Context: an optimization exercise on an open-source flow, tuned for a short achievable clock period and few clock cycles. The choices shown serve that exercise and are no tape-out recipe. Function was checked by simulation only, so behaviour that the tests miss may differ from the original. The clock port is modelled as an ideal driver; clocking choices that lean on that would not hold on a real chip. Power is estimated from default activity; no workload was simulated.

### design/flow/config.mk
export PLATFORM = sky130hd
export DESIGN_NAME = tracking_top
export DESIGN_NICKNAME = tracking_top
export VERILOG_FILES = /design/flow/design.v
export SDC_FILE = /design/flow/constraint.sdc
export NUM_CORES = 4
export LEC_CHECK = 0
export ABC_CLOCK_PERIOD_IN_PS = 2500
export CAP_MARGIN = 20
export CORE_MARGIN = 2
export CORE_UTILIZATION = 40
export SETUP_SLACK_MARGIN = 5
export SLEW_MARGIN = 20
### design/flow/constraint.sdc
create_clock -name core_clock -period 8.0 [get_ports {crystal_clk_div_by_two}]
set_input_delay 1.6000 -clock core_clock [delete_from_list [all_inputs] [get_ports {crystal_clk_div_by_two}]]
set_output_delay 1.6000 -clock core_clock [all_outputs]
set_load 0.01 [all_outputs]
### design/flow/design.v
package blob_mem_pkg;
	typedef logic [32-1:0] mem_word_t;
	typedef logic [18-1:0] mem_addr_t;
	typedef logic [7:0] color_code_t;     
	typedef logic [15:0] metric_t;        
	typedef logic [7:0] height_t;
	typedef logic [7:0] coord_t;
	typedef logic [15:0] centroid_sum_t;
	typedef struct packed {
		logic rd_en;
		mem_addr_t addr;
	} mem_rd_t;
	typedef struct packed {
		logic [32-9:0] spare;
		color_code_t code;
	} color_word_t;
	typedef struct packed {
		logic [32-25:0] spare;
		height_t height;
		metric_t size;
	} size_word_t;
	typedef struct packed {
		coord_t x;
		coord_t y;
		centroid_sum_t sum;
	} centroid_word_t;
endpackage
package tracking_pkg;
	typedef logic [16-1:0] blob_count_t;
	typedef logic [2:0] color_idx_t;     
	typedef logic [7:0] min_size_t;
	typedef enum logic {
		mode_biggest,     
		mode_highest      
	} metric_mode_t;
	typedef struct packed {
		blob_count_t blob_count;
		min_size_t min_size;
		metric_mode_t mode;
	} track_req_t;
	typedef struct packed {
		logic found;
		logic [7:0] x;
		logic [7:0] y;
		logic [15:0] sum;
		logic [15:0] metric;
	} slot_t;
	typedef logic [6*49-1:0] track_result_t;
	typedef enum logic [2:0] {
		st_idle,
		st_clear,
		st_read_color,
		st_read_metric,
		st_read_centroid,
		st_report
	} ctrl_state_t;
endpackage
`timescale 1ns/1ps
module tracking_top (
	input  logic          crystal_clk_div_by_two,
	input  logic          rst,
	input  logic          start_valid,
	input  logic [15:0]   start_count,
	input  logic [7:0]    start_min_size,
	input  logic          start_mode,
	output logic          start_ready,
	output logic          mem_rd_en,
	output logic [17:0]   mem_rd_addr,
	input  logic [31:0]   mem_rdata,
	output logic          result_valid,
	output logic [293:0]  result,
	input  logic          result_ready
);
	localparam int NC = 6;
	localparam int AW = 18;
	localparam logic [1:0] K_SIZE = 2'd0;
	localparam logic [1:0] K_COLOR = 2'd1;
	localparam logic [1:0] K_CENT = 2'd2;     
	localparam logic [1:0] K_SPEC = 2'd3;     
	logic srdy;                  
	logic busy;                  
	logic rv;                    
	logic mode;
	logic [15:0] rem;            
	logic more;                  
	logic [AW-1:0] na_s, na_c, na_x;     
	logic rd_en;
	logic [AW-1:0] rd_addr;
	logic [1:0] rd_kind;
	logic [NC-1:0] rd_col;       
	logic [AW-1:0] rd_caddr;     
	logic [AW-1:0] rd_xaddr;     
	logic [15:0] rd_m;           
	logic rd_max;                
	logic d_v;
	logic [1:0] d_kind;
	logic [NC-1:0] d_col;
	logic [AW-1:0] d_addr;
	logic [AW-1:0] d_caddr;
	logic [AW-1:0] d_xaddr;
	logic [15:0] d_m;
	logic d_max;
	logic r_v;
	logic [1:0] r_kind;
	logic [31:0] r_data;
	logic [AW-1:0] r_caddr;
	logic [AW-1:0] r_xaddr;
	logic [15:0] r_m;
	logic r_max;
	logic q_size;                
	logic q_need;                
	logic [15:0] q_sm;           
	logic q_smax;
	logic [AW-1:0] q_caddr;      
	logic [AW-1:0] q_sxaddr;     
	logic q_color;               
	logic [NC-1:0] q_col;        
	logic [15:0] q_cm;           
	logic q_cmax;
	logic [AW-1:0] q_cxaddr;     
	logic [NC-1:0] q_gtb;        
	logic q_gtq;                 
	logic [NC-1:0] pupd;         
	logic [15:0] best [NC];      
	logic [AW-1:0] best_xaddr [NC];
	logic [NC-1:0] sat;          
	logic all_sat;
	logic [NC-1:0] dirty;        
	logic [NC-1:0] found;
	logic [15:0] res_metric [NC];
	logic [31:0] res_cent [NC];
	assign start_ready = srdy;
	assign result_valid = rv;
	assign mem_rd_en = rd_en;
	assign mem_rd_addr = rd_addr;
	genvar gc;
	generate
		for (gc = 0; gc < NC; gc++) begin : g_res
			assign result[49*gc +: 49] = {found[gc], res_cent[gc], res_metric[gc]};
		end
	endgenerate
	logic [NC-1:0] upd;
	always_comb begin
		for (int c = 0; c < NC; c++) begin
			upd[c] = q_color && q_col[c] && (pupd[c] ? q_gtq : q_gtb[c]);
		end
	end
	logic spec_hit;              
	assign spec_hit = r_v && (r_kind == K_SPEC);
	logic need_color;
	assign need_color = q_size && q_need;
	logic go_size;
	assign go_size = more && !all_sat;
	logic go_spec;
	assign go_spec = rd_en && (rd_kind == K_COLOR);
	logic [NC-1:0] pend;
	logic [NC-1:0] cand;
	logic [NC-1:0] pick;
	always_comb begin
		pend = q_color ? q_col : '0;
		cand = (|(dirty & ~pend)) ? (dirty & ~pend) : dirty;
		pick = cand & (~cand + 1'b1);     
	end
	logic [AW-1:0] pick_addr;
	always_comb begin
		pick_addr = '0;
		for (int c = 0; c < NC; c++) begin
			pick_addr = pick_addr | (pick[c] ? best_xaddr[c] : '0);
		end
	end
	logic done;
	assign done = busy && !go_size && !rd_en && !(d_v && (d_kind == K_SIZE || d_kind == K_COLOR))
		&& !(r_v && (r_kind == K_SIZE || r_kind == K_COLOR)) && !need_color && !(q_color && !spec_hit) && (dirty == '0);
	logic [15:0] in_metric;
	logic [7:0] in_height;
	logic [15:0] in_size;
	logic in_hok;
	logic [NC-1:0] in_gtb;
	assign in_height = r_data[23:16];
	assign in_size = r_data[15:0];
	assign in_hok = (in_height <= 8'(120));
	assign in_metric = mode ? (in_hok ? {8'd0, in_height} : 16'd0) : in_size;
	always_comb begin
		for (int c = 0; c < NC; c++) begin
			in_gtb[c] = mode ? (in_hok && ({8'd0, in_height} > best[c])) : (in_size > best[c]);
		end
	end
	logic [NC-1:0] in_col;
	always_comb begin
		for (int c = 0; c < NC; c++) begin
			in_col[c] = (r_data[7:0] == 8'(c + 1));
		end
	end
	always_ff @(posedge crystal_clk_div_by_two) begin
		if (rst) begin
			srdy <= 1'b1;
			busy <= 1'b0;
			rv <= 1'b0;
			rd_en <= 1'b0;
			d_v <= 1'b0;
			r_v <= 1'b0;
			q_size <= 1'b0;
			q_color <= 1'b0;
			more <= 1'b0;
			dirty <= '0;
		end else begin
			d_v <= rd_en;
			r_v <= d_v;
			q_size <= r_v && r_kind == K_SIZE;
			q_color <= r_v && r_kind == K_COLOR;
			if (srdy) begin
				srdy <= !start_valid;
				busy <= start_valid;
				rd_en <= start_valid && (start_count != '0);
				rd_kind <= K_SIZE;
				more <= |start_count[15:1];
				all_sat <= start_mode && (start_min_size >= 8'(120));
				dirty <= '0;
			end else if (busy) begin
				rd_en <= 1'b0;
				if (need_color) begin
					rd_en <= 1'b1;
					rd_kind <= K_COLOR;
				end else if (go_size) begin
					rd_en <= 1'b1;
					rd_kind <= K_SIZE;
					more <= (rem != 16'd2);
				end else if (go_spec) begin
					rd_en <= 1'b1;
					rd_kind <= K_SPEC;
				end else if (dirty != '0) begin
					rd_en <= 1'b1;
					rd_kind <= K_CENT;
				end
				dirty <= (dirty & ~((!need_color && !go_size && !go_spec) ? pick : '0)
					& ~(spec_hit ? upd : '0)) | (spec_hit ? '0 : upd);
				all_sat <= &sat;
				if (done) begin
					busy <= 1'b0;
					rv <= 1'b1;
				end
			end else if (rv && result_ready) begin
				rv <= 1'b0;
				srdy <= 1'b1;
			end
		end
	end
	always_ff @(posedge crystal_clk_div_by_two) begin
		if (srdy) begin
			rd_addr <= AW'(200000 + 1);
			rd_caddr <= AW'(200000);
			rd_xaddr <= AW'(200000 + 2);
			na_s <= AW'(200000 + 4);
			na_c <= AW'(200000 + 3);
			na_x <= AW'(200000 + 5);
			rem <= start_count;
			mode <= start_mode;
		end else if (need_color) begin
			rd_addr <= q_caddr;
			rd_xaddr <= q_sxaddr;
			rd_m <= q_sm;
			rd_max <= q_smax;
		end else if (go_size) begin
			rd_addr <= na_s;
			rd_caddr <= na_c;
			rd_xaddr <= na_x;
			na_s <= na_s + AW'(3);
			na_c <= na_c + AW'(3);
			na_x <= na_x + AW'(3);
			rem <= rem - 1'b1;
		end else if (go_spec) begin
			rd_addr <= rd_xaddr;
		end else begin
			rd_addr <= pick_addr;
			rd_col <= pick;
		end
		d_kind <= rd_kind;
		d_col <= rd_col;
		d_addr <= rd_addr;
		d_caddr <= rd_caddr;
		d_xaddr <= rd_xaddr;
		d_m <= rd_m;
		d_max <= rd_max;
		r_kind <= d_kind;
		r_data <= mem_rdata;
		r_caddr <= d_caddr;
		r_xaddr <= d_xaddr;
		r_m <= d_m;
		r_max <= d_max;
		q_need <= |in_gtb;
		q_sm <= in_metric;
		q_smax <= mode ? (in_height == 8'(120)) : (in_size == 16'hffff);
		q_caddr <= r_caddr;
		q_sxaddr <= r_xaddr;
		q_col <= in_col;
		q_cm <= r_m;
		q_cmax <= r_max;
		q_cxaddr <= r_xaddr;
		for (int c = 0; c < NC; c++) begin
			q_gtb[c] <= r_m > best[c];
		end
		q_gtq <= r_m > q_cm;
		pupd <= upd;
	end
	always_ff @(posedge crystal_clk_div_by_two) begin
		for (int c = 0; c < NC; c++) begin
			if (srdy) begin
				best[c] <= {8'd0, start_min_size};
				sat[c] <= start_mode && (start_min_size >= 8'(120));
				found[c] <= 1'b0;
				res_metric[c] <= '0;
				res_cent[c] <= '0;
			end else begin
				if (upd[c]) begin
					best[c] <= q_cm;
					best_xaddr[c] <= q_cxaddr;
					sat[c] <= q_cmax;
					found[c] <= 1'b1;
					res_metric[c] <= q_cm;
				end
				if (upd[c] && spec_hit) begin
					res_cent[c] <= r_data;
				end else if (d_v && d_kind == K_CENT && d_col[c] && d_addr == best_xaddr[c]) begin
					res_cent[c] <= mem_rdata;
				end
			end
		end
	end
endmodule
### design/flow/flow/run.sh
#!/bin/bash
set -uo pipefail
MARGIN=${FLOW_SETUP_MARGIN:-5.5}
sed "s/SETUP_SLACK_MARGIN=[0-9.]*/SETUP_SLACK_MARGIN=${MARGIN}/" standard.sh > standard_tight.sh
bash standard_tight.sh > standard_tight.log 2>&1
rc=$?
mkdir -p orfs_logs
cp -r orfs/logs/. orfs_logs/ 2>/dev/null
exit $rc
### design/flow/standard.sh
#!/bin/bash
# synth_recipe.tcl (not shown) runs the flow's synth.tcl, then flattens the netlist and writes it again
# the make line also repeats each setting of config.mk as NAME=value (left out here)
make -C /OpenROAD-flow-scripts/flow DESIGN_CONFIG=/design/flow/config.mk WORK_HOME=/design/flow/orfs CLKGATE_MAP_FILE= SYNTH_SCRIPT=/design/flow/synth_recipe.tcl "${@:-finish}"
==> run summary, run 1 <==
- Largest net degree at the start of global routing: 104
- CP Data Arrival Time: 1300 ps
- Buffers on Ports: 375
- Worst setup SP type: flip-flop
- Tot Pwr: 9.99 mW
- Max-slew violation count: 0
- H-tree depth: 3
- CTS clk-pin slew, worst paths: 60 ps
- Finished Core Util: 52.3%
- Maximum VDD drop: 0.000155 V
- Count leader, synth: dfxtp_1
- Post-synth top cells: dfxtp_1 (673), nand2_1 (376), nor2_1 (322)
- Leakage Power: 20.0 nW
- Post-layout min period: 2900 ps
- Gr usage total: 25.4%
- Ys async rst share: 0%
- Detail Route Antenna Nets: 0
- Max-cap violation count: 0
- CTS tree: built
- Mean Syn Cell Area: 10.5 µm²
- Die area: 98500 µm²
- Pwr/cell area: 201 nW/µm²
- Detailed-route via count: 29798
- R2r startpoint: r_data[4]
- Worst hold margin: 320 ps
- RSZ-0062 raised after global routing: yes
- Chip Width: 314 µm
- Core area: 95000 µm²
- Initial antenna violation count: 4
- Grt ovf: 0
- Std cell rows: 113
- CTS Hold Bufs: 0
- Layout cell share with drive strength beyond 1: 31.2%
- I/O Pins: 376
- Iteration-0 DRC Markers: 2802
- Post-synth cell types: 77
- Number of global-route vias before repair: 28786
- Max incr delay on CP: 380 ps
- TNS Setup: 0 ps
- CP max stage cell: dfxtp_4
- Hold path startpoint: r_xaddr[9]
- Pre-antenna DRT Iters: 5
- Sequential fraction of the synthesis area: 51.1%
- Post-layout nets: 4452
- Setup CP Type: flip-flop to primary output
- Total CTS buffers: 94
- Clock Latency Late Sink: 680 ps
- Top-area cell type share of the netlist area: 35.1%
- Area contributors post-synth: dfxtp_1 (35%), edfxtp_1 (16%), ha_1 (8.5%)
- Worst Skew: 28.1 ps
- Root buffer cell: clkbuf_16
- Via density: 5.44
- Post-synthesis register bit count: 878
- Synth warnings: 5
- Final Hold Vio Count: 0
- F_max: 345 MHz
- Cell Chain, Critical Path: buf_16, buf_6
- Clock sink total: 878
- Final Setup Violations: 0
- Tightest Pin Transition: 988 ps
- Hpwl dp: 85.1 mm
- Worst Setup SP: srdy
- Syn Nets: 3990
- Critical path capture point type: primary output
- Area leader, netlist: dfxtp_1
- EDFF count, synth: 205
- Max Root-Sink Buffers: 3
- Outcome: finished clean
- Wirelength, routed: 130 mm
- Hold WC Path Type: flip-flop to flip-flop
- Crit Path Max Fanout: 3
- Routed WL per cell: 23.7 µm
- Prevailing post-synth register cell: dfxtp_1
- Mapped cell area: 38400 µm²
- Syn Inst Count: 3668
- Die Height: 314 µm
- Area grow syn2layout: 29.6%
- First-pass GRT wire length: 188 mm
- Max-slew headroom: 33.7%
- Tcrit/Tclk final: 36.2%
- RD Place Congestion: 0.911
- Initial core utilization: 40.4%
- DRC viols: 0
- Required time of the critical path: 6400 ps
placed cells by master, fill, tap and decap left out, types with 67 or more instances in the layout:
master	count
nand4_1	67
buf_6	338
dfxtp_1	329
mux2_2	168
inv_1	129
nor2_1	312
mux2i_1	194
dfxtp_2	286
edfxtp_1	205
a21oi_1	180
buf_4	166
clkbuf_16	101
o21ai_0	105
nand2_1	373
ha_1	257
xnor2_1	109
state kept, by name, summed over array words and instances (netlist names), 18 cells and up:
signal	flops
q_cxaddr	18
r_data	32
na_x	18
d_xaddr	18
best_xaddr	108
res_cent	192
r_caddr	18
q_caddr	18
rd_addr	18
na_c	18
rd_xaddr	18
res_metric	48
rd_caddr	18
r_xaddr	18
d_addr	18
d_caddr	18
na_s	18
best	96
worst paths after layout:
path                               endpoint  slack (ps)  cells after the start
worst min-delay path            q_cxaddr[9]         320                      0
worst max-delay path            start_ready        5100                      2
worst max register to register       q_need        5440                      8
worst min register to register  q_cxaddr[9]         320                      0
worst max-delay path, delay by kind of cell (launching register included):
kind	cells	cell delay [ps]
buffers and inverters	2	250
DFF	1	380
metal layers:
metal | up-vias | share of wire, % | global-route usage (%)
li1 | 13956 | - | -
met1 | 14493 | 44 | 34.9
met2 | 1138 | 45 | 39.9
met3 | 207 | 8.4 | 5.80
met4 | 4 | 2.5 | 7.51
met5 | - | 0.025 | 0
stage by stage:
stage	instance area, µm²	cells	setup slack (ps)
2_1_floorplan	38400	3668	5600
3_3_place_gp	43200	5136	4280
3_5_place_dp	43200	5136	4260
4_1_cts	48600	5395	5070
5_1_grt	49700	5475	5070
6_report	49700	5476	5100
repair_timing:
item                       in CTS  in global routing
pin swaps                       7                 34
buffers inserted               78                 74
gates cloned                    7                  4
setup endpoints to repair     765                467
resized for setup            2151                107
where the power goes:
group	total (mW)	switching [mW]	internal, mW
Combinational	0.703	0.408	0.295
Sequential	4.72	0.104	4.62
Clock	4.57	1.86	2.71
Total	9.99	2.37	7.62
logic make-up (layout without fill, tap and decap cells):
logic type / after synthesis / count (layout) / synth area share (%)
xor+xnor: 154 / 154 / 3.51
fa+ha+maj: 261 / 261 / 8.51
flops: 878 / 878 / 51.1
buf+inv: 364 / 900 / 4.20
mux: 362 / 362 / 9.99
other cells: 0 / 3 / 0
compound gates: 587 / 591 / 10.1
simple gates: 1062 / 1062 / 12.6
area by class of cell:
class                   count  area [µm²]
well taps                1265        1580
multi-input cells        2430       18000
clock buffers             137        2780
diodes                      3        7.51
inverters                 137         529
repair buffers            589        6160
flip-flops and latches    878       20200
fillers                  8416       45300
clock inverters            37         468
Testbench counts, summed over its fixed seeds: cycles 20,496.
==> inputs of run 2 (changes only) <==
--- a/design/flow/design.v
+++ b/design/flow/design.v
@@ -82,2 +82,3 @@
 	logic rv;                    
+	logic clr;                   
 	logic mode;
@@ -198,2 +199,3 @@
 			rv <= 1'b0;
+			clr <= 1'b1;
 			rd_en <= 1'b0;
@@ -206,2 +208,3 @@
 		end else begin
+			clr <= rv && result_ready;
 			d_v <= rd_en;
@@ -248,3 +251,3 @@
 	always_ff @(posedge crystal_clk_div_by_two) begin
-		if (srdy) begin
+		if (!busy) begin
 			rd_addr <= AW'(200000 + 1);
@@ -306,5 +309,3 @@
 		for (int c = 0; c < NC; c++) begin
-			if (srdy) begin
-				best[c] <= {8'd0, start_min_size};
-				sat[c] <= start_mode && (start_min_size >= 8'(120));
+			if (clr) begin
 				found[c] <= 1'b0;
@@ -312,2 +313,6 @@
 				res_cent[c] <= '0;
+			end
+			if (!busy) begin
+				best[c] <= {8'd0, start_min_size};
+				sat[c] <= start_mode && (start_min_size >= 8'(120));
 			end else begin
==> run 2 against run 1 <==
Still clean; clock skew is 11 ps higher; clock power is 3% higher; setup slack better by 95 ps; synthesized area hardly changed; wire length is 7.1% higher; non-clock buffer count is 4 higher; combinational power is 37% higher; critical path depth is 1 lower; maximum frequency is 3.4% higher; synthesized cell count is 1.9% higher; flip-flop and latch count is 49 higher; global-route usage is 1.8 points higher; largest cell class unchanged; highest routed layer unchanged.
==> run summary, run 2 <==
- Fillers: 8378 (-0.45%)
- Largest registers: res_cent: 192 flops, best_xaddr: 108 flops
- Total CTS buffers: 96 (+2.1%)
- Die area: 98400 µm² (about the same)
- Max FFs per register: 192 (unchanged)
- Top-area cell type share of the netlist area: 37.7% (+2.6 points)
- Clock Latency Late Sink: 700 ps (+20 ps)
- Syn Inst Count: 3738 (+1.9%)
- Hold path startpoint: r_xaddr[9]
- Buffers on Ports: 375 (unchanged)
- Area grow syn2layout: 32.5%
- Root buffer cell: clkbuf_16
- Initial antenna violation count: 5 (+1)
- Buf/Inv on CP: 1 (-1)
- Crit Path Max Fanout: 2 (-1)
- EDFF count, synth: 205 (unchanged)
- Core area: 95000 µm² (unchanged)
- Final Hold Vio Count: 0 (unchanged)
- Via density: 5.68 (+4.3%)
- Max incr delay on CP: 390 ps (about the same)
- Reg area: 21200 µm² (+4.8%)
- Final Setup Violations: 0 (unchanged)
- Tightest Pin Transition: 948 ps (-39.5 ps)
- Area leader, netlist: dfxtp_1
- Wirelength, routed: 139 mm (+7.1%)
- Tcrit/Tclk final: 35.0% (-1.2 points)
- Syn Nets: 4060 (+1.8%)
- F_max: 357 MHz (+3.4%)
- Metal2 WL: 63.3 mm (+8.9%)
- Max-slew headroom: 36.8% (+3.1 points)
- Pwr/cell area: 210 nW/µm² (+4.8%)
- Detailed-route via count: 31605 (+6.1%)
- Maximum VDD drop: 0.000201 V (+29%)
- CP Data Arrival Time: 1200 ps (-100 ps)
- Dpl cells: 5229 (+1.8%)
- Tot Pwr: 10.7 mW (+7.1%)
- Crit-path leading delay family: flip-flops
- Hold WC Path Type: flip-flop to flip-flop
- DRC viols: 0 (unchanged)
- Count leader, synth: dfxtp_1
- Met3 wire len: 10.5 mm (-3.6%)
- Post-synthesis register bit count: 927 (+5.6%)
- Number of global-route vias before repair: 29599 (+2.8%)
- Max Root-Sink Buffers: 3 (unchanged)
- H-tree depth: 3 (unchanged)
- Worst Skew: 39.4 ps (+11.2 ps)
- Post-layout nets: 4542 (+2.0%)
- Cell Chain, Critical Path: buf_6
- Initial core utilization: 40.4% (about the same)
- Die Height: 314 µm (about the same)
- CP max stage cell: dfxtp_4
- Iteration-0 DRC Markers: 2741 (-2.2%)
- Grt ovf: 0 (unchanged)
- Post-Layout Cell Count: 5567 (+1.7%)
- Setup CP Type: flip-flop to primary output
- RSZ-0062 raised after global routing: yes
- M1 wire length: 58.9 mm (+2.3%)
- CTS clk-pin slew, worst paths: 60 ps (about the same)
- Std cell rows: 113 (unchanged)
- Mean Syn Cell Area: 10.3 µm² (-1.9%)
- CTS tree: built
- Worst setup SP type: flip-flop
- I/O Pins: 376 (unchanged)
- Biggest register: res_cent
- CTS Hold Bufs: 0 (unchanged)
- Post-synth top cells: dfxtp_1 (722), nand2_1 (385), o21ai_0 (318)
- Chip Width: 314 µm (about the same)
- Highest layer used for signal routing: met5
- Hpwl dp: 90.2 mm (+5.9%)
- Final Cell Area: 50800 µm² (+2.2%)
- Gr usage total: 27.3% (+1.8 points)
- Worst Setup SP: rd_addr[3]
- Multi-input gate area: 17700 µm² (-1.7%)
- Commonest non-fill, non-tap cell in the layout: dfxtp_1
- Pre-antenna DRT Iters: 5 (unchanged)
- Largest net degree at the start of global routing: 138 (+33%)
- RD Place Congestion: 0.938 (+2.9%)
- Leakage Power: 19.3 nW (-3.4%)
- Required time of the critical path: 6400 ps (about the same)
- Most frequent cells in the layout: dfxtp_1 (356), buf_6 (343), dfxtp_2 (322), nand2_1 (319), o21ai_0 (284)
- Detail Route Antenna Nets: 0 (unchanged)
- Post-synth cell types: 70 (-9.1%)
- Placed inst area: 43500 µm² (+0.68%)
- Ys async rst share: 0% (unchanged)
- Synth warnings: 5 (unchanged)
- Max-slew violation count: 0 (unchanged)
- Routed WL per cell: 25.0 µm (+5.4%)
- Sequential fraction of the synthesis area: 53.7% (+2.6 points)
- Max-cap violation count: 0 (unchanged)
- Area contributors post-synth: dfxtp_1 (38%), edfxtp_1 (16%), ha_1 (8.5%)
- TNS Setup: 0 ps (unchanged)
- Post-layout min period: 2800 ps (-95.4 ps)
- Clock sink total: 927 (+5.6%)
- Outcome: finished clean
- R2r startpoint: best_xaddr[5][4]
- First-pass GRT wire length: 201 mm (+6.6%)
- Critical path capture point type: primary output
- Mapped cell area: 38400 µm² (about the same)
- Layout cell share with drive strength beyond 1: 30.4% (-0.76 points)
- Prevailing post-synth register cell: dfxtp_1
run 2: cell count changes after synthesis, sizes merged, moves of 86 or more:
cell	change
nor2	-140
mux2	-159
o21ai	+260
a22oi	+218
mux2i	-133
nand3b	+86
run 2: final timing paths:
kind | to | slack, ps | cells after the start
hold / removal | q_cxaddr[9] | 300 | 0
setup reg to reg | res_cent[5][3] | 5200 | 10
setup / recovery | mem_rd_addr[3] | 5200 | 1
hold reg to reg | q_cxaddr[9] | 300 | 0
run 2: final cells by class:
type / count / share of cell area, %
timing repair inverter: 3 / 0.0443
sequential: 927 / 41.7
timing repair buffer: 593 / 12.6
multi-input combinational: 2457 / 34.8
tap: 1265 / 3.11
antenna: 2 / 0.00985
clock buffer: 138 / 5.60
clock inverter: 40 / 0.999
inverter: 142 / 1.14
run 2: where the power goes:
| group | internal, mW | switching (mW) |
|---|---|---|
| sequential | 4.91 | 0.129 |
| combinational | 0.367 | 0.597 |
| clock | 2.75 | 1.95 |
run 2: logic make-up (layout without fill, tap and decap cells):
kind of cell | after synthesis | count (layout) | share of synthesized area (%)
simple gates | 1044 | 1048 | 13.4
other cells | 0 | 2 | 0
flops | 927 | 927 | 53.7
buf+inv | 358 | 916 | 3.67
xor+xnor | 166 | 166 | 3.79
compound gates | 912 | 912 | 15.1
mux | 70 | 70 | 1.86
fa+ha+maj | 261 | 261 | 8.51
run 2: metrics by stage:
step           setup WS [ps]  hold WS (ps)  util (%)
4_1_cts                 5170           318      52.2
2_1_floorplan           5510           310         -
3_3_place_gp            4690           310      45.8
3_5_place_dp            4630           312      45.8
5_1_grt                 5120           320      53.5
6_report                5200           300      53.5
run 2: per-layer routing:
layer / GRT usage, % / vias to the layer above
met2: 42.6 / 1332
li1: - / 14475
met1: 36.9 / 15449
met5: 0 / -
met3: 5.15 / 345
met4: 11.5 / 4
run 2: repair_timing:
action,CTS,global route
resized for setup,2323,163
buffers inserted,69,66
endpoints found under the setup margin,704,620
cloned,22,0
pin swaps,142,60
Testbench counts of run 2, summed over its fixed seeds: cycles 20,496.
==> inputs of run 3 (changes only) <==
--- a/design/flow/design.v
+++ b/design/flow/design.v
@@ -91,2 +91,3 @@
 	logic [NC-1:0] rd_col;       
+	logic rd_cok;                
 	logic [AW-1:0] rd_caddr;     
@@ -98,3 +99,3 @@
 	logic [NC-1:0] d_col;
-	logic [AW-1:0] d_addr;
+	logic d_cok;
 	logic [AW-1:0] d_caddr;
@@ -103,9 +104,2 @@
 	logic d_max;
-	logic r_v;
-	logic [1:0] r_kind;
-	logic [31:0] r_data;
-	logic [AW-1:0] r_caddr;
-	logic [AW-1:0] r_xaddr;
-	logic [15:0] r_m;
-	logic r_max;
 	logic q_size;                
@@ -128,2 +122,3 @@
 	logic all_sat;
+	logic [15:0] min_best;       
 	logic [NC-1:0] dirty;        
@@ -149,3 +144,3 @@
 	logic spec_hit;              
-	assign spec_hit = r_v && (r_kind == K_SPEC);
+	assign spec_hit = d_v && (d_kind == K_SPEC);
 	logic need_color;
@@ -156,10 +151,4 @@
 	assign go_spec = rd_en && (rd_kind == K_COLOR);
-	logic [NC-1:0] pend;
-	logic [NC-1:0] cand;
 	logic [NC-1:0] pick;
-	always_comb begin
-		pend = q_color ? q_col : '0;
-		cand = (|(dirty & ~pend)) ? (dirty & ~pend) : dirty;
-		pick = cand & (~cand + 1'b1);     
-	end
+	assign pick = dirty & (~dirty + 1'b1);
 	logic [AW-1:0] pick_addr;
@@ -173,3 +162,3 @@
 	assign done = busy && !go_size && !rd_en && !(d_v && (d_kind == K_SIZE || d_kind == K_COLOR))
-		&& !(r_v && (r_kind == K_SIZE || r_kind == K_COLOR)) && !need_color && !(q_color && !spec_hit) && (dirty == '0);
+		&& !need_color && !(q_color && !spec_hit) && (dirty == '0);
 	logic [15:0] in_metric;
@@ -178,10 +167,29 @@
 	logic in_hok;
-	logic [NC-1:0] in_gtb;
-	assign in_height = r_data[23:16];
-	assign in_size = r_data[15:0];
+	logic in_need;
+	assign in_height = mem_rdata[23:16];
+	assign in_size = mem_rdata[15:0];
 	assign in_hok = (in_height <= 8'(120));
 	assign in_metric = mode ? (in_hok ? {8'd0, in_height} : 16'd0) : in_size;
+	assign in_need = mode ? (in_hok && ({8'd0, in_height} > min_best)) : (in_size > min_best);
+	logic [15:0] mb [3];
+	logic [2:0] is_min;
+	logic [15:0] min_next;
 	always_comb begin
-		for (int c = 0; c < NC; c++) begin
-			in_gtb[c] = mode ? (in_hok && ({8'd0, in_height} > best[c])) : (in_size > best[c]);
+		is_min[0] = (mb[0] <= mb[1]) && (mb[0] <= mb[2]);
+		is_min[1] = (mb[1] < mb[0]) && (mb[1] <= mb[2]);
+		is_min[2] = (mb[2] < mb[0]) && (mb[2] < mb[1]);
+		min_next = (is_min[0] ? mb[0] : '0) | (is_min[1] ? mb[1] : '0) | (is_min[2] ? mb[2] : '0);
+	end
+	always_ff @(posedge crystal_clk_div_by_two) begin
+		for (int k = 0; k < 3; k++) begin
+			if (!busy) begin
+				mb[k] <= {8'd0, start_min_size};
+			end else begin
+				mb[k] <= (best[2*k] <= best[2*k+1]) ? best[2*k] : best[2*k+1];
+			end
+		end
+		if (!busy) begin
+			min_best <= {8'd0, start_min_size};
+		end else begin
+			min_best <= min_next;
 		end
@@ -191,3 +199,3 @@
 		for (int c = 0; c < NC; c++) begin
-			in_col[c] = (r_data[7:0] == 8'(c + 1));
+			in_col[c] = (mem_rdata[7:0] == 8'(c + 1));
 		end
@@ -202,3 +210,2 @@
 			d_v <= 1'b0;
-			r_v <= 1'b0;
 			q_size <= 1'b0;
@@ -210,5 +217,4 @@
 			d_v <= rd_en;
-			r_v <= d_v;
-			q_size <= r_v && r_kind == K_SIZE;
-			q_color <= r_v && r_kind == K_COLOR;
+			q_size <= d_v && d_kind == K_SIZE;
+			q_color <= d_v && d_kind == K_COLOR;
 			if (srdy) begin
@@ -278,2 +284,3 @@
 			rd_col <= pick;
+			rd_cok <= !(|(pick & upd));
 		end
@@ -281,3 +288,3 @@
 		d_col <= rd_col;
-		d_addr <= rd_addr;
+		d_cok <= rd_cok && !(|(rd_col & upd));
 		d_caddr <= rd_caddr;
@@ -286,21 +293,15 @@
 		d_max <= rd_max;
-		r_kind <= d_kind;
-		r_data <= mem_rdata;
-		r_caddr <= d_caddr;
-		r_xaddr <= d_xaddr;
-		r_m <= d_m;
-		r_max <= d_max;
-		q_need <= |in_gtb;
+		q_need <= in_need;
 		q_sm <= in_metric;
 		q_smax <= mode ? (in_height == 8'(120)) : (in_size == 16'hffff);
-		q_caddr <= r_caddr;
-		q_sxaddr <= r_xaddr;
+		q_caddr <= d_caddr;
+		q_sxaddr <= d_xaddr;
 		q_col <= in_col;
-		q_cm <= r_m;
-		q_cmax <= r_max;
-		q_cxaddr <= r_xaddr;
+		q_cm <= d_m;
+		q_cmax <= d_max;
+		q_cxaddr <= d_xaddr;
 		for (int c = 0; c < NC; c++) begin
-			q_gtb[c] <= r_m > best[c];
+			q_gtb[c] <= d_m > best[c];
 		end
-		q_gtq <= r_m > q_cm;
+		q_gtq <= d_m > q_cm;
 		pupd <= upd;
@@ -325,5 +326,4 @@
 				end
-				if (upd[c] && spec_hit) begin
-					res_cent[c] <= r_data;
-				end else if (d_v && d_kind == K_CENT && d_col[c] && d_addr == best_xaddr[c]) begin
+				if ((upd[c] && spec_hit)
+					|| (d_v && d_kind == K_CENT && d_col[c] && d_cok)) begin
 					res_cent[c] <= mem_rdata;
--- a/design/flow/flow/run.sh
+++ b/design/flow/flow/run.sh
@@ -2,3 +2,5 @@
 set -uo pipefail
-MARGIN=${FLOW_SETUP_MARGIN:-5.5}
+MARGIN=${FLOW_SETUP_MARGIN:-5.6}
+export CLOCK_PORT_NAME=crystal_clk_div_by_two
+export POST_CTS_TCL=$PWD/flow/post_cts.tcl
 sed "s/SETUP_SLACK_MARGIN=[0-9.]*/SETUP_SLACK_MARGIN=${MARGIN}/" standard.sh > standard_tight.sh
==> design/flow/flow/flatten_clock.tcl (new file) <==
# Replace the upper levels of the clock tree that CTS built (its root buffer and
# the H-tree buffers between the root and the leaf buffers) by four root buffers,
# one per quadrant of the leaf buffers, each fed from the clock port. The leaf
# buffers and the registers they drive are left as CTS made them, so every
# register still sees the clock through exactly two buffers.
proc flatten_clock_tree { } {
  set block [ord::get_db_block]
  set port_net [$block findNet $::env(CLOCK_PORT_NAME)]
  set master [[ord::get_db] findMaster sky130_fd_sc_hd__clkbuf_16]

  # The port drives the CTS root buffer
  set roots {}
  foreach it [$port_net getITerms] { lappend roots [$it getInst] }
  if {[llength $roots] != 1} { puts "flatten_clock_tree: expected one root, found [llength $roots]"; return }
  set root [lindex $roots 0]

  # Walk down from the root to the leaf buffers (buffers that drive registers)
  set upper [list $root]
  set leaves {}
  set dummies {}
  set frontier [list $root]
  while {[llength $frontier] > 0} {
    set next {}
    foreach b $frontier {
      set onet [[$b findITerm X] getNet]
      foreach it [$onet getITerms] {
        set i [$it getInst]
        if {$i eq $b} { continue }
        set m [[$i getMaster] getName]
        if {[string match "clkload*" [$i getName]]} {
          # A dummy load CTS added to balance the upper tree
          lappend dummies $i
        } elseif {[string match "sky130_fd_sc_hd__clkbuf_*" $m]} {
          # An upper buffer drives other (non-dummy) buffers; a leaf buffer drives registers
          set drives_buf 0
          foreach jt [[[$i findITerm X] getNet] getITerms] {
            set j [$jt getInst]
            if {$j ne $i && ![string match "clkload*" [$j getName]]
                && [string match "sky130_fd_sc_hd__clkbuf_*" [[$j getMaster] getName]]} { set drives_buf 1 }
          }
          if {$drives_buf} { lappend upper $i; lappend next $i } else { lappend leaves $i }
        } else {
          puts "flatten_clock_tree: upper tree drives [$i getName] ($m); left as is"
          return
        }
      }
    }
    set frontier $next
  }
  puts "flatten_clock_tree: [llength $upper] upper buffers, [llength $dummies] dummy loads, [llength $leaves] leaf buffers"
  if {[llength $leaves] < 8} { return }

  # Quadrants around the leaves' median point
  set xs {}; set ys {}
  foreach l $leaves { set loc [$l getLocation]; lappend xs [lindex $loc 0]; lappend ys [lindex $loc 1] }
  set mx [lindex [lsort -integer $xs] [expr {[llength $xs]/2}]]
  set my [lindex [lsort -integer $ys] [expr {[llength $ys]/2}]]
  for {set q 0} {$q < 4} {incr q} { set group($q) {} }
  foreach l $leaves {
    set loc [$l getLocation]
    set q [expr {([lindex $loc 0] >= $mx ? 1 : 0) + ([lindex $loc 1] >= $my ? 2 : 0)}]
    lappend group($q) $l
  }

  # Remove the upper tree
  set nets {}
  foreach b $upper { lappend nets [[$b findITerm X] getNet] }
  foreach l $leaves { [$l findITerm A] disconnect }
  foreach d $dummies { odb::dbInst_destroy $d }
  foreach b $upper { odb::dbInst_destroy $b }
  foreach n $nets { odb::dbNet_destroy $n }

  # Four new roots, each at the centre of its leaves
  for {set q 0} {$q < 4} {incr q} {
    if {[llength $group($q)] == 0} { continue }
    set sx 0; set sy 0
    foreach l $group($q) { set loc [$l getLocation]; incr sx [lindex $loc 0]; incr sy [lindex $loc 1] }
    set cx [expr {$sx / [llength $group($q)]}]
    set cy [expr {$sy / [llength $group($q)]}]
    set inst [odb::dbInst_create $block $master "clkroot_${q}_$::env(CLOCK_PORT_NAME)"]
    $inst setLocation $cx $cy
    $inst setPlacementStatus PLACED
    set net [odb::dbNet_create $block "clknet_root_${q}_$::env(CLOCK_PORT_NAME)"]
    $net setSigType CLOCK
    [$inst findITerm A] connect $port_net
    [$inst findITerm X] connect $net
    foreach l $group($q) { [$l findITerm A] connect $net }
    puts "flatten_clock_tree: root $q drives [llength $group($q)] leaf buffers"
  }
}
==> design/flow/flow/post_cts.tcl (new file) <==
# Run by ORFS at the end of its CTS step (POST_CTS_TCL): shorten the clock tree
# to the port, four root buffers and CTS's leaf buffers, then place and repair
# timing again as the CTS step does.
source [file join [file dirname [info script]] flatten_clock.tcl]
flatten_clock_tree
detailed_placement
estimate_parasitics -placement
repair_timing_helper
detailed_placement
estimate_parasitics -placement
check_placement -verbose
report_clock_latency
puts "post_cts: worst setup slack [worst_slack -max], worst hold slack [worst_slack -min]"
--- a/design/flow/config.mk
+++ b/design/flow/config.mk
@@ -10,3 +10,3 @@
 export CORE_MARGIN = 2
-export CORE_UTILIZATION = 40
+export CORE_UTILIZATION = 60
 export SETUP_SLACK_MARGIN = 5
==> run 3 against run 2 <==
Global-route usage up 8.8 points; setup slack better by 180 ps; wire length down 14%; sequential power down 3%; power down 5.1%; sequential share of layout area up 1.3 points; maximum frequency up 6.8%.
==> run summary, run 3 <==
- RD Place Congestion: 0.974 (+3.9%)
- Crit Path Max Fanout: 2 (unchanged)
- Area contributors post-synth: dfxtp_1 (37%), edfxtp_1 (17%), ha_1 (8.0%)
- R2r startpoint: dirty[0]
- Post-layout nets: 4505 (-0.81%)
- Setup CP Type: flip-flop to primary output
- First-pass GRT wire length: 177 mm (-12%)
- Dpl cells: 4738 (-9.4%)
- Clock sink total: 887 (-4.3%)
- Via density: 6.11 (+7.6%)
- Cell Chain, Critical Path: buf_6
- Wirelength, routed: 120 mm (-14%)
- Synth warnings: 6 (+1)
- Core area: 60600 µm² (-36%)
- Post-synth cell types: 70 (unchanged)
- Post-synth top cells: dfxtp_1 (681), nand2_1 (506), o21ai_0 (417)
- Routed WL per cell: 23.7 µm (-5.2%)
- Outcome: finished clean
- Iteration-0 DRC Markers: 2901 (+5.8%)
- Buffers on Ports: 375 (unchanged)
- Top-area cell type share of the netlist area: 36.9% (-0.78 points)
- Path depth of the worst reg2reg path: 5 (-5)
- Setup slack, reg-to-reg: 5580 ps (+380 ps)
- Crit-path leading delay family: flip-flops
- EDFF count, synth: 206 (+0.49%)
- Die area: 63600 µm² (-35%)
- Final Cell Area: 47100 µm² (-7.4%)
- Max FFs per register: 192 (unchanged)
- Most frequent cells in the layout: nand2_1 (496), o21ai_0 (407), dfxtp_1 (359), dfxtp_2 (318), buf_6 (312)
- Max-slew violation count: 0 (unchanged)
- CP max stage cell: dfxtp_2
- Initial core utilization: 61.0% (+21 points)
- Finished Core Util: 77.7% (+24 points)
- Buf/Inv on CP: 1 (unchanged)
- I/O Pins: 376 (unchanged)
- Largest net degree at the start of global routing: 133 (-3.6%)
- CTS clk-pin slew, worst paths: 70 ps (about the same)
- Prevailing post-synth register cell: dfxtp_1
- Pwr/cell area: 216 nW/µm² (+2.5%)
- Hold WC Path Type: flip-flop to flip-flop
- Grt ovf: 0 (unchanged)
- Post-Layout Cell Count: 5061 (-9.1%)
- Biggest register: res_cent
- Detailed-route via count: 30924 (-2.2%)
- Maximum VDD drop: 0.000210 V (+4.9%)
- Placed inst area: 41200 µm² (-5.3%)
- Area grow syn2layout: 27.3%
- Max-cap violation count: 0 (unchanged)
- Worst Skew: 85.3 ps (+46.0 ps)
- Max incr delay on CP: 380 ps (about the same)
- Required time of the critical path: 6400 ps (about the same)
- Tightest Pin Transition: 1130 ps (+180 ps)
- Sequential fraction of the synthesis area: 53.6% (-0.081 points)
- Pre-antenna DRT Iters: 7 (+2)
- Hold path startpoint: d_xaddr[3]
- Detail Route Antenna Nets: 0 (unchanged)
- Tcrit/Tclk final: 32.8% (-2.2 points)
- DRC viols: 0 (unchanged)
- Layout cell share with drive strength beyond 1: 27.0% (-3.4 points)
- Ys async rst share: 0% (unchanged)
- Chip Width: 252 µm (-20%)
- Max-slew headroom: 24.3% (-13 points)
- Mapped cell area: 37000 µm² (-3.7%)
- Critical path capture point type: primary output
- Syn Inst Count: 3767 (+0.78%)
- Die Height: 252 µm (-20%)
- Post-synthesis register bit count: 887 (-4.3%)
- Hpwl dp: 79.6 mm (-12%)
- Worst setup SP type: flip-flop
- Initial antenna violation count: 5 (unchanged)
- Largest registers: res_cent: 192 flops, best_xaddr: 108 flops
- WHS Endpoint: q_cxaddr[3]
- TNS Setup: 0 ps (unchanged)
- Final Setup Violations: 0 (unchanged)
- Mean Syn Cell Area: 9.81 µm² (-4.4%)
- Area leader, netlist: dfxtp_1
- Count leader, synth: dfxtp_1
- Final Hold Vio Count: 0 (unchanged)
- Hold Path Depth: 0 (unchanged)
- Post-layout min period: 2620 ps (-178 ps)
- CTS tree: built
- Syn Nets: 4065 (+0.12%)
- F_max: 381 MHz (+6.8%)
- Leakage Power: 18.2 nW (-5.6%)
- Number of global-route vias before repair: 29830 (+0.78%)
- Commonest non-fill, non-tap cell in the layout: nand2_1
- Gr usage total: 36.1% (+8.8 points)
- Fillers: 3904 (-53%)
- RSZ-0062 raised after global routing: yes
- CP Data Arrival Time: 1020 ps (-180 ps)
- Crit Reg-Reg Endpoint: rd_addr[6]
- Std cell rows: 90 (-20%)
- Clock Latency Late Sink: 520 ps (-180 ps)
## run 3: cell count changes in the layout (fill, tap and decap cells not counted), sizes merged, moves of 31 or more
cell	before	now
mux2i	61	30
o21ai	379	443
clkdlybuf4s50	60	13
dfxtp	722	681
nor2	187	110
a21oi	109	167
nand2b	29	204
xnor2	94	30
nand2	385	507
inv	139	192
xor2	72	21
nor3	46	83
a22oi	227	21
## run 3: area by class of cell, without the clock buffers
type	instances	area [µm²]	area share, %
flip-flops and latches	887	20200	43.0
multi-input cells	2468	16600	35.3
repair buffers	556	5550	11.8
well taps	782	978	2.08
inverters	204	830	1.76
clock inverters	28	344	0.731
plain buffers	4	100	0.213
repair inverters	6	45.0	0.0957
diodes	3	7.51	0.0160
## run 3: worst max-delay path by stage
stage                                from          end  depth (start not counted)
after floorplan              mem_rdata[6]     q_col[3]                          4
after global placement       mem_rdata[2]       q_need                          8
after detailed placement    mem_rdata[10]       q_need                          8
after global routing                 srdy  start_ready                          1
final                     res_cent[0][18]   result[34]                          1
## run 3: power by group
part / internal (mW) / switching [mW]
combinational: 0.471 / 0.767
sequential: 4.75 / 0.118
clock: 2.37 / 1.68
## run 3: cell families after synthesis
family | share of synthesized area, %
multiplexers | 0.873
AND/OR/NAND/NOR | 17.1
AO/OA/AOI/OAI | 14.7
flip-flops | 53.6
XOR/XNOR | 1.21
adder cells (fa/ha/maj) | 8.02
buffers and inverters | 4.46
## run 3: stage by stage
stage	power, mW	hold slack [ps]	worst slack (ps)
floorplan	5.63	310	5230
global placement	5.97	310	4330
detailed placement	6.00	312	4240
global route	10.4	269	5370
finish	10.2	254	5380
## run 3: layer usage
layer  up-vias  global-route usage (%)  share of wire (%)
met2      1499                    58.5                 47
met4         4                    15.0                4.5
met3       311                    8.50                 10
met1     14953                    46.5                 39
li1      14157                       -                  -
met5         -                       0              0.028
Testbench counts of run 3, summed over its fixed seeds: cycles 20,376.
==> inputs of run 4 (changes only) <==
--- a/design/flow/config.mk
+++ b/design/flow/config.mk
@@ -11,2 +11,4 @@
 export CORE_UTILIZATION = 60
+export CTS_CLUSTER_DIAMETER = 70
+export CTS_CLUSTER_SIZE = 20
 export SETUP_SLACK_MARGIN = 5
==> run 4 against run 3 <==
Still clean; clock power decreased by 31%; global-route usage decreased by 0.99 points; combinational power decreased by 4%; critical path depth unchanged; maximum frequency increased by 2.7%; critical endpoint unchanged; sequential power about the same; utilization decreased by 2.7 points; largest power group unchanged; sequential share of layout area increased by 1.5 points; setup slack improved by 70 ps; critical path type unchanged; final cell count decreased by 1.9%; first-iteration DRC count decreased by 5.5%; synthesized cell count unchanged.
==> run summary, run 4 <==
- Max-cap violation count: 0 (unchanged)
- Cell Chain, Critical Path: buf_6
- RD Place Congestion: 0.974 (unchanged)
- Initial core utilization: 61.0% (unchanged)
- Crit Reg-Reg Endpoint: q_gtq
- RSZ-0062 raised after global routing: yes
- Hpwl dp: 79.6 mm (unchanged)
- Die Height: 252 µm (unchanged)
- Synth Area in Simple Gates: 17.1% (unchanged)
- Crit-path leading delay family: flip-flops
- Synth Area in Adders: 8.02% (unchanged)
- Worst Skew: 68.5 ps (-16.8 ps)
- Area grow syn2layout: 22.9%
- Setup slack, reg-to-reg: 5570 ps (about the same)
- Detailed-route via count: 30176 (-2.4%)
- Maximum VDD drop: 0.000178 V (-15%)
- Crit Path Max Fanout: 2 (unchanged)
- Mapped cell area: 37000 µm² (unchanged)
- Clock Latency Late Sink: 450 ps (-70 ps)
- Max FFs per register: 192 (unchanged)
- Place WS: 4240 ps (unchanged)
- Count leader, synth: dfxtp_1
- Gr usage total: 35.1% (-0.99 points)
- CTS clk-pin slew, worst paths: 80 ps (about the same)
- WP depth: 1 (unchanged)
- Commonest non-fill, non-tap cell in the layout: nand2_1
- Chip Width: 252 µm (unchanged)
- Worst setup SP type: flip-flop
- Setup CP Type: flip-flop to primary output
- Mux share of post-synthesis cell area: 0.873% (unchanged)
- Hold path startpoint: d_xaddr[17]
- Grt ovf: 0 (unchanged)
- WHS Endpoint: q_cxaddr[17]
- Largest family of logic cells by synthesized area: simple AND/OR/NAND/NOR gates
- Clock sink total: 887 (unchanged)
- Via density: 6.08 (-0.51%)
- Wirelength, routed: 116 mm (-3.2%)
- Top-area cell type share of the netlist area: 36.9% (unchanged)
- Post-layout min period: 2560 ps (-69.6 ps)
- CTS tree: built
- Std cell rows: 90 (unchanged)
- TNS Setup: 0 ps (unchanged)
- Routed WL per cell: 23.3 µm (-1.4%)
- Initial antenna violation count: 8 (+3)
- F_max: 391 MHz (+2.7%)
- Max-slew violation count: 0 (unchanged)
- I/O Pins: 376 (unchanged)
- Tcrit/Tclk final: 31.9% (-0.87 points)
- Prevailing post-synth register cell: dfxtp_1
- Xor/xnor cell area share of the yosys netlist: 1.21% (unchanged)
- Detail Route Antenna Nets: 0 (unchanged)
- Post-synth cell types: 70 (unchanged)
- Final Setup Violations: 0 (unchanged)
- CP Data Arrival Time: 960 ps (-60 ps)
- Die area: 63600 µm² (unchanged)
- Post-synth top cells: dfxtp_1 (681), nand2_1 (506), o21ai_0 (417)
- First-pass GRT wire length: 172 mm (-2.6%)
- Tightest Pin Transition: 1140 ps (+10.9 ps)
- Pre-antenna DRT Iters: 6 (-1)
- Critical path capture point type: primary output
- EDFF count, synth: 206 (unchanged)
- Setup ws final: 5440 ps (+69.6 ps)
- Ys async rst share: 0% (unchanged)
- Largest net degree at the start of global routing: 133 (unchanged)
- Final Hold Vio Count: 0 (unchanged)
- Biggest register: res_cent
- Max-slew headroom: 23.5% (-0.73 points)
- Required time of the critical path: 6400 ps (about the same)
- Sequential fraction of the synthesis area: 53.6% (unchanged)
- Buffers on Ports: 375 (unchanged)
- Core area: 60600 µm² (unchanged)
- Number of global-route vias before repair: 29049 (-2.6%)
- Max incr delay on CP: 380 ps (about the same)
- Layout cell share with drive strength beyond 1: 25.1% (-1.9 points)
- Path depth of the worst reg2reg path: 8 (+3)
- CP max stage cell: dfxtp_2
- R2r startpoint: q_cm[9]
- Pwr/cell area: 194 nW/µm² (-9.9%)
- Syn Nets: 4065 (unchanged)
- Fillers: 4184 (+7.2%)
- Buf/Inv on CP: 1 (unchanged)
- Iteration-0 DRC Markers: 2742 (-5.5%)
- Most frequent cells in the layout: nand2_1 (496), o21ai_0 (407), dfxtp_1 (360), dfxtp_2 (317), buf_6 (317)
- Synth warnings: 6 (unchanged)
- Hold Path Depth: 0 (unchanged)
- Mean Syn Cell Area: 9.81 µm² (unchanged)
- Syn Inst Count: 3767 (unchanged)
- Area contributors post-synth: dfxtp_1 (37%), edfxtp_1 (17%), ha_1 (8.0%)
- Largest registers: res_cent: 192 flops, best_xaddr: 108 flops
- Leakage Power: 17.5 nW (-4.3%)
- Synth Area in Compound Gates: 14.7% (unchanged)
- DRC viols: 0 (unchanged)
- Hold WC Path Type: flip-flop to flip-flop
- Post-synthesis register bit count: 887 (unchanged)
- Area leader, netlist: dfxtp_1
- Post-layout nets: 4442 (-1.4%)
- Outcome: finished clean
run 4: cell count changes in the layout (fill, tap and decap cells not counted), sizes merged:
cell           previous run  this run
clkbuf                  133        81
buf                     516       487
clkinv                   18         1
inv                     192       202
bufinv                    8         2
dlygate4sd2              17        11
clkdlybuf4s15             2         7
clkinvlp                 20        15
diode                     3         6
dlymetal6s2s              2         4
clkdlybuf4s50            13        12
o2111a                   24        23
run 4: routing by layer:
metal	vias up	routed length (µm)	track usage [%]
met5	-	46	0
met4	6	4360	11.9
met3	252	11400	8.52
met2	1425	54100	57.4
met1	14504	46000	45.6
li1	13989	-	-
run 4: cell type report, without the clock buffers:
type | count | area (µm²) | share of cell area (%)
sequential | 887 | 20200 | 44.5
tap | 782 | 978 | 2.15
timing repair buffer | 526 | 5370 | 11.8
inverter | 204 | 820 | 1.80
antenna | 6 | 15.0 | 0.0331
multi-input combinational | 2467 | 16400 | 36.1
buffer | 4 | 100 | 0.220
timing repair inverter | 6 | 42.5 | 0.0937
clock inverter | 10 | 133 | 0.292
run 4: through the flow:
| step | utilization, % | area (µm²) | std cells | total power [mW] | hold WS, ps |
|---|---|---|---|---|---|
| after floorplan | - | 37100 | 3767 | 5.63 | 310 |
| after global routing | 75.0 | 45400 | 4963 | 9.11 | 304 |
| final | 75.0 | 45400 | 4964 | 8.83 | 284 |
| after detailed placement | 68.0 | 41200 | 4738 | 6.00 | 312 |
| after global placement | 67.9 | 41200 | 4737 | 5.97 | 310 |
run 4: worst max path at each step:
stage | from | to | slack (ps)
final | res_cent[0][18] | result[34] | 5440
after detailed placement | mem_rdata[10] | q_need | 4240
after global routing | q_cm[0] | q_gtq | 5420
after floorplan | mem_rdata[6] | q_col[3] | 5230
after global placement | mem_rdata[2] | q_need | 4330
run 4: cells by family (layout without fill, tap and decap cells):
group           count (synthesis)  after routing
compound gates                893            893
xor+xnor                       51             51
simple gates                 1250           1254
other cells                     0              6
mux                            32             32
flops                         887            887
fa+ha+maj                     237            237
buf+inv                       417            822
run 4: report_power, final:
group / total (mW) / switching (mW) / internal [mW]
clock network: 2.78 / 1.47 / 1.31
logic: 1.19 / 0.738 / 0.455
registers: 4.86 / 0.115 / 4.74
total: 8.83 / 2.32 / 6.51
==> inputs of run 5 (changes only) <==
--- a/design/flow/config.mk
+++ b/design/flow/config.mk
@@ -11,4 +11,4 @@
 export CORE_UTILIZATION = 60
-export CTS_CLUSTER_DIAMETER = 70
-export CTS_CLUSTER_SIZE = 20
+export CTS_CLUSTER_DIAMETER = 80
+export CTS_CLUSTER_SIZE = 26
 export SETUP_SLACK_MARGIN = 5
==> run 5 against run 4 <==
Still clean; utilization decreased by 0.66 points; via count decreased by 0.96%; wire length decreased by 0.57%; worst hold slack improved by 43 ps; critical path depth unchanged; combinational power about the same; synthesized cell count unchanged; synthesized area unchanged; register-to-register slack improved by 80 ps; first-iteration DRC count decreased by 0.62%; sequential share of layout area increased by 0.43 points; critical path type unchanged; largest cell class unchanged; largest power group unchanged.
==> run summary, run 5 <==
- Placed inst area: 41200 µm² (unchanged)
- Die area: 63600 µm² (unchanged)
- Largest registers: res_cent: 192 flops, best_xaddr: 108 flops
- Routed WL per cell: 23.4 µm (about the same)
- Prevailing post-synth register cell: dfxtp_1
- Clock Latency Late Sink: 430 ps (-20 ps)
- Area leader, netlist: dfxtp_1
- Buffers on Ports: 375 (unchanged)
- Top-area cell type share of the netlist area: 36.9% (unchanged)
- Mapped cell area: 37000 µm² (unchanged)
- RD Place Congestion: 0.974 (unchanged)
- Commonest non-fill, non-tap cell in the layout: nand2_1
- Post-layout nets: 4418 (-0.54%)
- I/O Pins: 376 (unchanged)
- Hold WC Path Type: flip-flop to flip-flop
- Gr usage total: 35.1% (+0.074 points)
- Worst Skew: 38.6 ps (-29.9 ps)
- Tightest Pin Transition: 1140 ps (+2.93 ps)
- Required time of the critical path: 6400 ps (about the same)
- EDFF count, synth: 206 (unchanged)
- Post-synthesis register bit count: 887 (unchanged)
- CP Data Arrival Time: 920 ps (-40 ps)
- WP depth: 1 (unchanged)
- Max-slew headroom: 23.3% (-0.20 points)
- Syn Nets: 4065 (unchanged)
- Layout cell share with drive strength beyond 1: 25.0% (-0.096 points)
- Critical path capture point type: primary output
- Hpwl dp: 79.6 mm (unchanged)
- Iteration-0 DRC Markers: 2725 (-0.62%)
- Syn Inst Count: 3767 (unchanged)
- R2r startpoint: best[1][15]
- CP max stage cell: dfxtp_2
- Hold Path Depth: 0 (unchanged)
- Tot Pwr: 8.57 mW (-2.9%)
- Crit Path Max Fanout: 2 (unchanged)
- Number of global-route vias before repair: 29000 (-0.17%)
- Sequential fraction of the synthesis area: 53.6% (unchanged)
- Pre-antenna DRT Iters: 7 (+1)
- Synth warnings: 6 (unchanged)
- TNS Setup: 0 ps (unchanged)
- Final Hold Vio Count: 0 (unchanged)
- Max-cap violation count: 0 (unchanged)
- Max-slew violation count: 0 (unchanged)
- Post-layout min period: 2520 ps (-30.3 ps)
- Mean Syn Cell Area: 9.81 µm² (unchanged)
- Core area: 60600 µm² (unchanged)
- Max incr delay on CP: 380 ps (about the same)
- Area contributors post-synth: dfxtp_1 (37%), edfxtp_1 (17%), ha_1 (8.0%)
- First-pass GRT wire length: 172 mm (about the same)
- Grt ovf: 0 (unchanged)
- Setup slack, reg-to-reg: 5650 ps (+80 ps)
- CTS tree: built
- Biggest register: res_cent
- DRC viols: 0 (unchanged)
- Maximum VDD drop: 0.000172 V (-3.4%)
- Post-synth cell types: 70 (unchanged)
- Chip Width: 252 µm (unchanged)
- Post-synth top cells: dfxtp_1 (681), nand2_1 (506), o21ai_0 (417)
- Crit Reg-Reg Endpoint: mb[0][13]
- Buf/Inv on CP: 1 (unchanged)
- Leakage Power: 17.3 nW (-1.2%)
- Tcrit/Tclk final: 31.6% (-0.38 points)
- Worst setup SP type: flip-flop
- Area grow syn2layout: 21.8%
- F_max: 396 MHz (+1.2%)
- Final Setup Violations: 0 (unchanged)
- Count leader, synth: dfxtp_1
- Ys async rst share: 0% (unchanged)
- WHS Endpoint: d_m[3]
- Clock sink total: 887 (unchanged)
- Path depth of the worst reg2reg path: 9 (+1)
- RSZ-0062 raised after global routing: yes
- Largest net degree at the start of global routing: 133 (unchanged)
- Outcome: finished clean
- Final Cell Area: 45000 µm² (-0.89%)
- Wirelength, routed: 115 mm (-0.57%)
- Detail Route Antenna Nets: 0 (unchanged)
- Hold path startpoint: rd_m[3]
- Initial antenna violation count: 5 (-3)
- Setup CP Type: flip-flop to primary output
- Std cell rows: 90 (unchanged)
- Most frequent cells in the layout: nand2_1 (496), o21ai_0 (407), dfxtp_1 (350), dfxtp_2 (327), buf_6 (317)
- Pwr/cell area: 190 nW/µm² (-2.0%)
- Via density: 6.06 (-0.36%)
- Max FFs per register: 192 (unchanged)
- Crit-path leading delay family: flip-flops
- Initial core utilization: 61.0% (unchanged)
- CTS clk-pin slew, worst paths: 100 ps (+20 ps)
- Die Height: 252 µm (unchanged)
- Cell Chain, Critical Path: buf_6
- Detailed-route via count: 29886 (-0.96%)
-- run 5: stage by stage --
| stage | utilization (%) | std cells | setup WS (ps) | hold slack (ps) |
|---|---|---|---|---|
| 6_report | 74.3 | 4934 | 5480 | 327 |
| 5_1_grt | 74.3 | 4931 | 5410 | 334 |
| 3_5_place_dp | 68.0 | 4738 | 4240 | 312 |
| 3_3_place_gp | 67.9 | 4737 | 4330 | 310 |
| 2_1_floorplan | - | 3767 | 5230 | 310 |
-- run 5: metal layers --
layer | vias up | track usage, % | wire [µm] | share of wire (%)
met5 | - | 0 | 46 | 0.040
met4 | 6 | 13.2 | 4840 | 4.2
met3 | 276 | 8.55 | 10900 | 9.4
met2 | 1323 | 57.1 | 53600 | 47
met1 | 14352 | 45.6 | 45900 | 40
li1 | 13929 | - | - | -
-- run 5: how the worst max path moves through the flow --
stage                     from    endpoint  slack (ps)
6_report       res_cent[0][18]  result[34]        5480
2_1_floorplan     mem_rdata[6]    q_col[3]        5230
3_5_place_dp     mem_rdata[10]      q_need        4240
5_1_grt           mem_rdata[1]      q_need        5410
3_3_place_gp      mem_rdata[2]      q_need        4330
-- run 5: kinds of logic after synthesis --
family | after synthesis | share of synthesized area, %
AO/OA/AOI/OAI | 893 | 14.7
flip-flops | 887 | 53.6
AND/OR/NAND/NOR | 1250 | 17.1
XOR/XNOR | 51 | 1.21
adder cells (fa/ha/maj) | 237 | 8.02
multiplexers | 32 | 0.873
buffers and inverters | 417 | 4.46
-- run 5: layout make-up, without the clock buffers --
cell class | count | area, µm²
diodes | 4 | 10.0
plain buffers | 4 | 100
clock inverters | 11 | 138
fillers | 4232 | 15600
inverters | 204 | 815
multi-input cells | 2467 | 16400
flip-flops and latches | 887 | 20200
well taps | 782 | 978
repair buffers | 512 | 5220
repair inverters | 5 | 37.5
-- run 5: power by group --
part           internal, mW  switching, mW
sequential             4.75          0.115
combinational         0.451          0.737
clock                  1.06           1.46

-- static timing again, ports no longer ideal --
The results above use ideal ports. As a check the final layouts listed here were re-extracted and re-timed, cells and wires unchanged.
Step 1: set_driving_cell puts a clkbuf_16 on crystal_clk_div_by_two and a buf_2 on each other input, an assumption about the parent block.
Step 2 moves the port delays by t, midway between the first and last clock arrival at a register: inputs arrive t later, outputs are due t later. That takes back most of the time a late clock gives input paths.
a / b / c = no drivers / after step 1 / after step 2; a / b = the first two.
run | t (ns) | slack for setup (ns) | slew at the worst register clock pin (ns)
run 1 | 0.726 | 5.102 / 5.038 / 4.809 | 0.07 / 0.07
run 2 | 0.752 | 5.197 / 5.122 / 4.957 | 0.07 / 0.07
run 3 | 0.617 | 5.375 / 5.240 / 5.053 | 0.07 / 0.07
run 4 | 0.553 | 5.445 / 5.316 / 5.094 | 0.09 / 0.09
run 5 | 0.537 | 5.475 / 5.350 / 5.050 | 0.10 / 0.10
After both steps setup and hold are still met in every run listed. The setup slack of run 5, which loses most, moves by -0.125 ns with the drivers and by -0.425 ns with both steps.
